From an optimization exercise on the open Yosys and OpenROAD flow, aimed at small area, a short achievable clock period and few clock cycles per item; shortcuts taken in it are not production practice.
In this exercise RTL edits were held to simulation tests only and were not proved equivalent to the original.
Power and IR drop assume default switching activity.

==> flow/design.v, too long to show whole: its modules and the start of the top module <==
// module bfly_fa: 10 lines
// module bfly_ha: 9 lines
// module fft_bfly_pipe: 1281 lines
module fft_bfly_pipe #(
  parameter int DATA_W = 16,
  parameter int TW_W   = 16,
  parameter int TAG_W  = 8
) (
  input  logic              clk,
  input  logic              rst,
  input  logic              in_valid,
  output logic              in_ready,
  input  logic [DATA_W-1:0] a_re,
  input  logic [DATA_W-1:0] a_im,
  input  logic [DATA_W-1:0] b_re,
  input  logic [DATA_W-1:0] b_im,
  input  logic [TW_W-1:0]   w_re,
  input  logic [TW_W-1:0]   w_im,
  input  logic              inv,
  input  logic              scale,
  input  logic [TAG_W-1:0]  tag_in,
  output logic              out_valid,
  input  logic              out_ready,
  output logic [DATA_W-1:0] y0_re,
  output logic [DATA_W-1:0] y0_im,
  output logic [DATA_W-1:0] y1_re,
  output logic [DATA_W-1:0] y1_im,
  output logic              ovf,
  output logic [TAG_W-1:0]  tag_out
);
  // ...
==> flow/run.sh <==
#!/bin/bash
# synth_recipe.tcl (not shown) runs the flow's synth.tcl, then flattens the netlist and writes it again
# the make line also repeats each setting of config.mk as NAME=value (left out here)
make -C /OpenROAD-flow-scripts/flow DESIGN_CONFIG=/design/flow/config.mk WORK_HOME=/design/flow/orfs CLKGATE_MAP_FILE= SYNTH_SCRIPT=/design/flow/synth_recipe.tcl finish
==> flow/config.mk <==
export PLATFORM = sky130hd
export DESIGN_NAME = fft_bfly_pipe
export DESIGN_NICKNAME = fft_bfly_pipe
export VERILOG_FILES = /design/flow/design.v
export SDC_FILE = /design/flow/constraint.sdc
export NUM_CORES = 4
export LEC_CHECK = 0
export CAP_MARGIN = 20
export CORE_MARGIN = 2
export CORE_UTILIZATION = 40
export SETUP_SLACK_MARGIN = 3.3
export SLEW_MARGIN = 20
export SYNTH_HIERARCHICAL = 1
export SYNTH_MINIMUM_KEEP_SIZE = 0
export TNS_END_PERCENT = 0
==> flow/constraint.sdc <==
create_clock -name core_clock -period 7.5 [get_ports {clk}]
set_input_delay 1.5000 -clock core_clock [delete_from_list [all_inputs] [get_ports {clk}]]
set_output_delay 1.5000 -clock core_clock [all_outputs]
set_load 0.01 [all_outputs]
==> flow_summary.toml, run 1 <==
[status]
outcome = "complete, no violations"

[placed_design]
post-place-ws_ns = 2.61

[critical_path]
timing.critical_path.cells = "buf_4 -> a22oi_1 -> xnor2_1 -> fa_1 -> fa_1 -> fa_1 -> fa_1 -> fa_1 -> fa_1"
crit_path_start = "r1_br[13]"
cp_slowest_cell = "fa_1"
timing.rr.end = "r2_re1[8]"

[cts]
clock_latency_ns = 0.65
post_cts_resized = 61

[synthesis]
synth_xor_area_frac = 0.144
yosysMostFrequentCell = "xnor2_1"
synth_seq_area_share = 0.297
synthMuxAreaShare = 0.0172
synth-simple-area-share = 0.0420

[detailed_routing]
num_vias = 28320
routed_wl_microns = 121000

[sta]
finalCriticalPeriod_ns = 4.33
hold_slack_ns = 0.419
finalHoldViolCount = 0
setup_tns_ns = 0

[layout]
n_fill_cell = 8923
design.seq.count = 417
clockNetworkAreaShare = 0.0345
antennaDiodeCount = 1
n_all_buffers = 384
seq_area_sq_um = 11700

[global_route]
track_usage = 0.238
grtUsageMet2 = 0.374

[floorplan]
core_area_sq_um = 98100

[power]
maxPowerGroup = "combinational logic"
Testbench counts, summed over its fixed seeds: cycles 16,024, items 16,000.
==> run 2, diff against run 1 <==
--- a/flow/config.mk
+++ b/flow/config.mk
@@ -13,3 +13,2 @@
 export SYNTH_HIERARCHICAL = 1
 export SYNTH_MINIMUM_KEEP_SIZE = 0
-export TNS_END_PERCENT = 0
==> run 2 against run 1 <==
Against the previous run: still clean on timing, DRC and antenna; via count increased by 0.51%; global-route usage increased by 0.090 points; count of clock-buffer cells in the layout decreased by 12; sequential share of layout area decreased by 0.51 points; first-iteration DRC count increased by 2.9%; routed wire length increased by 0.82%; maximum frequency increased by 0.63%; final cell count about the same; highest routed layer unchanged.
==> flow_summary.toml, run 2 <==
[synthesis]
synthAdderAreaFrac = 0.316
synth_compound_area_frac = 0.142
synthCells = 3446
synth_top_area_share = 0.266
async_reset_ff_frac = 0
synthesis.nets = 4238
yosysMostFrequentCell = "xnor2_1"
synth.area.top_cells = "fa_1, edfxtp_1, xnor2_1, a22oi_1, ha_1"
synth_warnings = 7
synth_xor_area_frac = 0.144
ys.flop_type = "edfxtp_1"
synth-simple-area-share = 0.0420
yosysTopAreaCell = "fa_1"
avgSynthCellArea_sq_um = 11.5
ys_ff_latch = 417
ys_types = 66
synthMuxAreaShare = 0.0172
synth_area_sq_um = 39500
synth_seq_area_share = 0.297
synth-edff-count = 339
synth_top_family_by_area = "adder cells"
synth_top_cells_by_count = "xnor2_1, fa_1, a22oi_1"

[global_route]
grt_max_degree = 112
grt_pass1_wl_microns = 185000
grt.overflow.total = 0
antenna_found_initial = 2
grt_pass1_vias = 29436
track_usage = 0.239

[cts]
clock_sinks = 417
cts_buffers = 49
clock_latency_ns = 0.65
cts_tree = "yes"
cts-root-buf = "clkbuf_16"
htreeDepth = 2
clockBufferDepth = 3
clk_pin_slew_ns = 0.06

[sta]
skew_ns = 0.0421
finalCritPeriodShare = 0.574
finalCriticalPeriod_ns = 4.31
setup_viol = 0
setup_tns_ns = 0
timing.fmax_mhz = 232
relSlewSlack = 0.326
drv_slew = 0
rsz0062_at_grt = "yes"
finalHoldViolCount = 0
worst_slew_pin_slew_ns = 1.01
setup_ws_ns = 3.19

[power]
p_int_mw = 15.1
leakage_nw = 17.1
powerDensity_nw_per_um2 = 588
clkPwrFrac = 0.090
combinationalPowerShare = 0.723
p_seq_frac = 0.186
p_sw_mw = 12.2
max-vdd-ir-drop_mv = 0.350
swShare = 0.447

[layout]
final_common_cell = "xnor2_1"
finalInstanceArea_sq_um = 46400
layout.cells.non_filler = 4902
n_fill_cell = 8893
layout-drive-gt1-share = 0.128
final_nets = 4366
multiInputGateArea_sq_um = 26800
seq_area_sq_um = 11700
mostFrequentLayoutCells = "xnor2_1, fa_1, a22oi_1"
final_util = 0.473
syn_to_final_growth_pct = 17.4

[detailed_routing]
first_iter_violations = 2816
num_vias = 28465
drc = 0
drtAntennaViolNets = 0
routed_wl_microns = 122000
firstDrtPassIters = 6
routedWlPerCell_microns = 25.0
vias_per_cell = 5.81

[floorplan]
fp-row-count = 115
floorplan.initialDensity = 0.403
fp.dieH_microns = 318
core_area_sq_um = 98100
top_level_ports = 185
dieArea_sq_um = 101000
die_w_microns = 318

[critical_path]
critPathKind = "register to register"
cp.required_ns = 7.85
critPathMaxFanout = 4
critPathArrivalTime_ns = 4.66
cp-start-kind = "register"
crit_path_end_kind = "register"

[status]
outcome = "complete, no violations"

[hold_path]
hold_class = "register to register"

[placed_design]
place_congestion = 0.865
post-place-ws_ns = 2.62
port_buffers = 184
dpl.hpwl_microns = 80200
placed_area_sq_um = 42600
dp_cells = 4715

[run]
drv_cap = 0
## run 2: power groups by stage
stage          registers [mW]  logic (mW)  clock network (mW)
5_1_grt                  5.18        22.3                2.63
4_1_cts                  5.10        19.3                2.54
6_report                 5.09        19.8                2.47
2_1_floorplan            5.09        13.0                   0
3_3_place_gp             5.18        18.1                   0
3_5_place_dp             5.19        18.6                   0
## run 2: cells by family after synthesis
family | count (synthesis)
AO/OA/AOI/OAI | 813
buffers and inverters | 450
AND/OR/NAND/NOR | 369
multiplexers | 66
XOR/XNOR | 649
flip-flops | 417
adder cells (fa/ha/maj) | 682
## run 2: final timing paths
path / from / endpoint / slack [ns] / cells past startpoint
min reg2reg: r1_tag[5] / r2_tag[5] / 0.42 / 0
max reg2reg: r2_re1[0] / r3_ovf / 3.19 / 21
min: r1_tag[5] / r2_tag[5] / 0.42 / 0
max: r2_re1[0] / r3_ovf / 3.19 / 21
## run 2: stage by stage
stage	power, mW	hold WS, ns
6_report	27.3	0.425
5_1_grt	30.1	0.433
3_3_place_gp	23.2	0.402
3_5_place_dp	23.8	0.413
4_1_cts	26.9	0.429
2_1_floorplan	18.0	0.400
## run 2: layout make-up
class	count	share of cell area
Clock buffer	59	0.0285
Sequential cell	417	0.253
Inverter	147	0.0120
Timing Repair Buffer	380	0.0867
Clock inverter	32	0.00720
Multi-Input combinational cell	2579	0.578
Antenna cell	1	0.0000539
Tap cell	1287	0.0347
## run 2: modules after synthesis, one instance, submodules excluded
| module | copies in the design | flip-flops and latches | cells inside | cell area, sq um |
|---|---|---|---|---|
| fft_bfly_pipe | 1 | 417 | 2952 | 30000 |
| bfly_fa | 454 | 0 | 1 | 20.0 |
| bfly_ha | 40 | 0 | 1 | 12.5 |
## run 2: critical path, cell delays in order (launching register included)
cell and delay, ns:
edfxtp_1 0.42, ha_4 0.26, a21oi_2 0.11, nor2b_1 0.05, o21ai_1 0.11, nand2b_1 0.10, a21oi_2 0.14, nor2b_1 0.06
o21ai_2 0.16, nand2b_4 0.12, ha_4 0.18, fa_2 0.36, nor2b_2 0.14, o31a_1 0.21, o211ai_1 0.24, a311oi_2 0.42
a31oi_1 0.15, o21ai_2 0.12, and3_1 0.18, mux2i_1 0.06, nor4_1 0.28, a32oi_1 0.16
## run 2: repair_timing
action	in CTS	in global routing
resized for setup	118	175
cloned	5	1
setup buffers	67	22
pin swaps	47	86
hold buffers	0	0
setup endpoints to repair	88	84
## run 2: per-layer routing
metal / vias up / wire length [microns] / track usage
li1: 12237 / - / -
met1: 14350 / 50500 / 0.322
met2: 1540 / 55400 / 0.375
met3: 336 / 11100 / 0.0472
met4: 2 / 5480 / 0.105
met5: - / 13 / 0

port drivers added, routing unchanged:
The results above use ideal ports. As a check the final layouts listed here were re-extracted and re-timed, cells and wires unchanged. Step 1 (the two cells are an assumption about what drives the block):
set clk [get_ports {clk}]
set_driving_cell -lib_cell sky130_fd_sc_hd__clkbuf_16 $clk
set_driving_cell -lib_cell sky130_fd_sc_hd__buf_2 [delete_from_list [all_inputs] $clk]
Step 2 times the ports against the registers' clock, not the clock port: input delays grow and output delays shrink by t, the midpoint of the rising clock arrivals with the driver on. a / b / c = no drivers / after step 1 / after step 2; a / b = the first two.
run | t, ns | slack for setup (ns) | worst hold slack (ns) | worst data-port slew with drivers (ns)
run 1 | 0.696 | 3.166 / 3.166 / 3.166 | 0.419 / 0.419 / 0.419 | 0.06
run 2 | 0.698 | 3.193 / 3.193 / 3.193 | 0.425 / 0.425 / 0.425 | 0.06
After both steps setup and hold are still met in every run listed.
